This is an optimization exercise on Yosys and OpenROAD, whose aim is small area, a short achievable clock period and few clock cycles per item, not a production implementation.
In this exercise RTL edits were held to simulation tests only and were not proved equivalent to the original.
Power and IR drop assume default switching activity.

Design smoothed_noise_modulator, start of the top module:
module smoothed_noise_modulator (
    input  logic        i_clk,
    input  logic        i_rst_n,
    input  logic        i_s_tvalid,
    output logic        o_s_tready,
    input  logic [95:0] i_s_tdata,
    input  logic [1:0]  i_s_tuser,
    output logic        o_m_tvalid,
    input  logic        i_m_tready,
    output logic [31:0] o_m_tdata,
    input  logic        i_cfg_valid,
    output logic        o_cfg_ready,
    input  logic [1:0]  i_cfg_index,
    input  logic [15:0] i_cfg_data
);
Size: roughly 12,000 cells after synthesis, about 160 I/O pins, about 120,000 um^2 of cells after synthesis.
==> flow/config.mk <==
export PLATFORM = sky130hd
export DESIGN_NAME = smoothed_noise_modulator
export DESIGN_NICKNAME = smoothed_noise_modulator
export VERILOG_FILES = /design/flow/design.v
export SDC_FILE = /design/flow/constraint.sdc
export NUM_CORES = 4
export LEC_CHECK = 0
export ABC_AREA = 1
export CAP_MARGIN = 20
export CORE_MARGIN = 2
export CORE_UTILIZATION = 40
export CTS_CLUSTER_DIAMETER = 60
export CTS_CLUSTER_SIZE = 20
export SLEW_MARGIN = 20
export SETUP_SLACK_MARGIN = 5.8
==> flow/constraint.sdc <==
create_clock -name core_clock -period 9.0 [get_ports {i_clk}]
set_input_delay 1.8000 -clock core_clock [delete_from_list [all_inputs] [get_ports {i_clk}]]
set_output_delay 1.8000 -clock core_clock [all_outputs]
set_load 0.01 [all_outputs]
standard.sh (not shown) runs the stock make flow with config.mk's settings and CLKGATE_MAP_FILE= SYNTH_SCRIPT=/design/flow/synth_recipe.tcl, a recipe that flattens the netlist after the stock synthesis.
==> flow/flow/run.sh <==
#!/bin/bash
set -euo pipefail
cp config.mk config.mk.orig
grep -v '^export SETUP_SLACK_MARGIN' config.mk.orig > config.mk
echo 'export SETUP_SLACK_MARGIN = 5.8' >> config.mk
cp standard.sh standard.sh.txt
bash standard.sh > standard.log 2>&1
Testbench counts at the start, summed over its fixed seeds: cycles 25,556, items 20,122.
Change:
- CORE_UTILIZATION: 40 -> 55
Result: The new run finished clean; synthesized cell count stays the same; final area came out lower slightly; total power went down slightly; final cell count shrinks by a little under a tenth; core utilization rose by 16 points; die area is lower by a quarter to a third; routed wire length went down slightly; critical path depth does not change; setup slack gains 0.025 ns.
Change:
- CORE_UTILIZATION: 55 -> 40
- CTS_CLUSTER_DIAMETER: 60 -> 80
- CTS_CLUSTER_SIZE: 20 -> 30
Die area goes up by 37%.
Maximum frequency is about the same.
Final area is about the same.
Global-route usage is lower by 8.7 points.
Wire length is about the same.
Via count hardly moves.
Synthesized area stays the same.
Sequential power stays flat.
Clock power goes down by 20%.
Worst setup slack loses 0.0094 ns.
Count of clock-buffer cells in the layout is lower by 69.
Change:
==> flow/flow/run.sh (replaced) <==
#!/bin/bash
set -euo pipefail
cp config.mk config.mk.orig
grep -v '^export SETUP_SLACK_MARGIN' config.mk.orig > config.mk
echo 'export SETUP_SLACK_MARGIN = 5.65' >> config.mk
cp standard.sh standard.sh.txt
bash standard.sh > standard.log 2>&1
- CTS_CLUSTER_DIAMETER: 80 -> 60
- CTS_CLUSTER_SIZE: 30 -> 20
- SETUP_SLACK_MARGIN: 5.8 -> 5.65
Setup slack got worse by 0.10 ns.
Utilization is about the same.
Synthesized cell count stays the same.
Design area stays flat.
Wire length went down by 1.6%.
Global-route usage is about the same.
Sequential share of layout area is about the same.
Fmax went down by 3.1%.
Change:
==> flow/flow/run.sh (replaced) <==
#!/bin/bash
set -euo pipefail
cp config.mk config.mk.orig
grep -v '^export SETUP_SLACK_MARGIN' config.mk.orig > config.mk
echo 'export SETUP_SLACK_MARGIN = 5.8' >> config.mk
cp standard.sh standard.sh.txt
bash standard.sh > standard.log 2>&1
- CTS_CLUSTER_DIAMETER: 60 -> default
- CTS_CLUSTER_SIZE: 20 -> default
- SETUP_SLACK_MARGIN: 5.65 -> 5.8
=>
- total power came out higher by 6.7%
- die area stays the same
- worst setup slack improved by 0.066 ns
- first-iteration DRC count climbs by 1.9%
- cell area grows by 2.9%
- critical path depth shrinks by 10
- clock skew went up by 0.0040 ns
- sequential cell count stays the same

separate check: timing with driven ports:
The flow's constraints put no driver on any port. The routed layouts listed below were extracted and timed again, unchanged, in two steps.
Step 1 assumes that a clkbuf_16 drives the clock port and a buf_2 every other input.
Step 2, shift: input delay + t, output delay - t, t = (earliest + latest rising clock arrival at the registers) / 2. This alone moves slack from input paths to output paths.
a / b / c = ideal / step 1 / step 2; a / b = the first two.
run | t (ns) | setup slack, ns | hold WS [ns]
the first run | 0.988 | 5.717 / 5.616 / 5.023 | 0.413 / 0.413 / 0.413
the second run | 0.939 | 5.742 / 5.646 / 5.023 | 0.414 / 0.414 / 0.414
the third run | 0.918 | 5.733 / 5.631 / 5.083 | 0.398 / 0.398 / 0.398
the fourth run | 0.980 | 5.630 / 5.587 / 4.942 | 0.414 / 0.414 / 0.414
the fifth run | 0.981 | 5.696 / 5.588 / 5.126 | 0.406 / 0.406 / 0.406
After both steps setup and hold are still met in every run listed. The setup slack of the second run, which loses most, moves by -0.096 ns with the drivers and by -0.719 ns with both steps.
